This design comes from an exercise in tuning for small area and a short achievable clock period on the open sky130 flow, not from production work. Power is estimated from default activity; no workload was simulated.

==> inputs of exp/cedar <==
==> flow/design.v (excerpt) <==
module fc_layer (
    input  logic        clk,
    input  logic        rstn,
    input  logic        r_valid,
    input  logic [31:0] in_data,
    output logic        t_valid,
    output logic [31:0] out_data
);
    logic [3:0] cnt;
    logic       w_first, w_second, w_weight, w_bias;
    assign w_first  = r_valid && (cnt == 4'd2 || cnt == 4'd4 || cnt == 4'd6 || cnt == 4'd8);
    assign w_second = r_valid && (cnt == 4'd3 || cnt == 4'd5 || cnt == 4'd7 || cnt == 4'd9);
    assign w_weight = w_first || w_second;
    assign w_bias   = r_valid && (cnt == 4'd10);
    logic       start0;   
    logic       fin0;     
    logic       sb0;      
    logic [1:0] nid0;     
    always_ff @(posedge clk or negedge rstn) begin
        if (!rstn) begin
            cnt <= '0;
            sb0 <= 1'b0;
        end else begin
            if (r_valid) cnt <= (cnt == 4'd10) ? 4'd0 : cnt + 4'd1;
            sb0 <= w_bias;
        end
    end
    always_ff @(posedge clk) begin
        start0 <= w_first;
        fin0   <= w_second && (cnt != 4'd9);
        nid0   <= cnt[2:1] - 2'd1;
    end
    logic [31:0] feat_a, feat_b, feat_p;
  ...
export LEC_CHECK = 0
export CAP_MARGIN = 20
export CORE_MARGIN = 2
export CORE_UTILIZATION = 65
export CTS_CLUSTER_DIAMETER = 100
export CTS_CLUSTER_SIZE = 20
export SLEW_MARGIN = 20
create_clock -name core_clock -period 8.0 [get_ports {clk}]
standard.sh (not shown) runs the stock make flow with config.mk's settings and CLKGATE_MAP_FILE= SYNTH_SCRIPT=/design/flow/synth_recipe.tcl, a recipe that flattens the netlist after the stock synthesis.
==> flow/flow/run.sh <==
#!/bin/bash
# Standard layout, with strong buffers on the ports, sizing free to change a
# cell's footprint, and timing repair aiming 5.4 ns past the 8 ns clock. The
# make output goes to flow_make.log here; each ORFS step keeps its own log
# under orfs/logs.
set -euo pipefail
bash standard.sh \
    BUFFER_PORTS_ARGS="-buffer_cell sky130_fd_sc_hd__buf_4" \
    MATCH_CELL_FOOTPRINT=0 \
    SETUP_SLACK_MARGIN=5.4 \
    finish > flow_make.log 2>&1
==> exp/raven: changes against exp/cedar <==
--- a/flow/design.v
+++ b/flow/design.v
@@ -871,23 +871,25 @@
     wire s724 = c718 ^ s723;
     always_ff @(posedge clk) begin
         acc_s <= {c721, c715, c707, c698, c686, c671, c656, c638, c620, c602, c584, c566, c551, c539, c527, c518, s515, s507, acc_ck[0]};
         acc_c <= {s724, s720, s714, s706, s697, s685, s670, s655, s637, s619, s601, s583, s565, s550, s538, s526, s517, s509, s504};
     end
-    logic       fin1, sb1, fin2, sb2;
+    logic       fin1, sb1, fin2, sb2, sb3;
     logic [1:0] nid1, nid2;
     always_ff @(posedge clk or negedge rstn) begin
         if (!rstn) begin
             sb1     <= 1'b0;
             sb2     <= 1'b0;
+            sb3     <= 1'b0;
         end else begin
             sb1     <= sb0;
             sb2     <= sb1;
+            sb3     <= sb2;
         end
     end
     always_ff @(posedge clk) begin
-        t_valid <= sb2;
+        t_valid <= sb3;
         keep1 <= !start0;
         fin1  <= fin0;
         nid1  <= nid0;
         fin2  <= fin1;
         nid2  <= nid1;
@@ -928,11 +930,13 @@
             end
         end
         assign res[j] = (bias_co[j] && !bias_neg[j] && !at_top) ? u + 8'd1 :
                         (!bias_co[j] && bias_neg[j] && !at_bot) ? u - 8'd1 : u;
     end
+    logic signed [10:0] tot_hq;
+    always_ff @(posedge clk) tot_hq <= tot_hi;
     always_ff @(posedge clk) begin
         for (int j = 0; j < 3; j++)
             out_data[31-8*j -: 8] <= res[j];
-        out_data[7:0] <= (tot_hi > 11'sd127) ? 8'h7f : (tot_hi < -11'sd128) ? 8'h80 : tot_hi[7:0];
+        out_data[7:0] <= (tot_hq > 11'sd127) ? 8'h7f : (tot_hq < -11'sd128) ? 8'h80 : tot_hq[7:0];
     end
 endmodule
CORE_UTILIZATION = 58   (was 65)
==> exp/umber: changes against exp/cedar <==
CORE_UTILIZATION = 62   (was 65)
==> summary.md <==
| Metric | Value |
|---|---|
| Status | `no timing/DRC/antenna violations` |
| Signal buf overhead | `0.0399` |
| Synth top area share | `0.238` |
| R2R Setup Slk | `5260 ps` |
| Power Total | `0.00985 W` |
| Gp weighted congestion | `0.954` |
| Area occupied by multi-input gates | `10200 um2` |
| Xor-xnor portion of the synthesized cell area | `0.0870` |
| Net Sw Power | `0.00417 W` |
| Shortest period the worst path allows | `2740 ps` |
| Fill count | `2135` |
| Met2 usage | `0.481` |
| Sequential cell area | `8830 um2` |
| Setup crit end | `out_data[4]` |
| Final Non-Filler Cells | `2193` |
| P_clk | `0.00116 W` |
| Wire length on met3 | `2020 um` |
| Fraction of area in multi-input gates | `0.467` |
the above is filed under exp/cedar

==> summary.md <==
| Metric | Value |
|---|---|
| Status | `no timing/DRC/antenna violations` |
| Wire length on met3 | `1960 um` |
| DRT Pass-1 Iters | `5` |
| Fill count | `2839` |
| Synth top area share | `0.242` |
| Cell area power density | `423 nW/um2` |
| Power Total | `0.00950 W` |
| P_clk | `0.00118 W` |
| Initial antenna violation count | `0` |
| Met2 usage | `0.457` |
| R2R Setup Slk | `5390 ps` |
| Setup crit end | `held_h[1][8]` |
| Gp weighted congestion | `0.928` |
| Area occupied by multi-input gates | `10400 um2` |
| Final Non-Filler Cells | `2351` |
| Xor-xnor portion of the synthesized cell area | `0.0838` |
| Signal buf overhead | `0.0403` |
| Net Sw Power | `0.00396 W` |
| Sequential cell area | `9080 um2` |
the above is filed under exp/raven

==> summary.md <==
| Metric | Value |
|---|---|
| Wire length on met3 | `2140 um` |
| Met2 usage | `0.446` |
| Shortest period the worst path allows | `2630 ps` |
| Post-Synthesis Cell Area | `19700 um2` |
| # rows | `65` |
| Gp weighted congestion | `0.971` |
| Net Sw Power | `0.00409 W` |
| Sequential cell area | `8810 um2` |
| Signal buf overhead | `0.0385` |
| Status | `no timing/DRC/antenna violations` |
| Xor-xnor portion of the synthesized cell area | `0.0870` |
| Multi-In Gates | `1086` |
| Final Non-Filler Cells | `2196` |
| R2R Setup Slk | `5370 ps` |
| Die area | `33300 um2` |
| Synth top area share | `0.238` |
| Power Total | `0.00975 W` |
| Fill count | `2333` |
| P_clk | `0.00113 W` |
| Area occupied by multi-input gates | `10200 um2` |
| Placed Area | `20400 um2` |
the above is filed under exp/umber

No functional check of the RTL was part of any run of this note.

afterwards: timing with drivers on the ports:
In the flow no input, the clock included, has a driving cell. The finished layouts below were timed again as built, in two steps.
Step 1 assumes that a clkbuf_16 drives the clock port and a buf_2 every other input.
Step 2 also shifts input and output timing later by t, the mid clock arrival at the registers, as if the neighbouring blocks saw the same clock.
a / b / c = no drivers / after step 1 / after step 2; a / b = the first two.
| run | shift t [ns] | setup WS [ns] | worst hold slack (ns) | clock arrival spread, ns | cell pins on the clock port's net |
|---|---|---|---|---|---|
| exp/cedar | 0.584 | 5.256 / 5.256 / 4.969 | 0.332 / 0.332 / 0.332 | 0.030 / 0.030 | 1 |
| exp/raven | 0.603 | 5.389 / 5.351 / 4.903 | 0.329 / 0.329 / 0.329 | 0.023 / 0.023 | 1 |
| exp/umber | 0.586 | 5.368 / 5.367 / 5.036 | 0.330 / 0.330 / 0.330 | 0.021 / 0.022 | 1 |
After both steps every run listed still meets setup and hold. The setup slack of exp/raven, which loses most, moves by -0.038 ns with the drivers and by -0.486 ns with both steps.
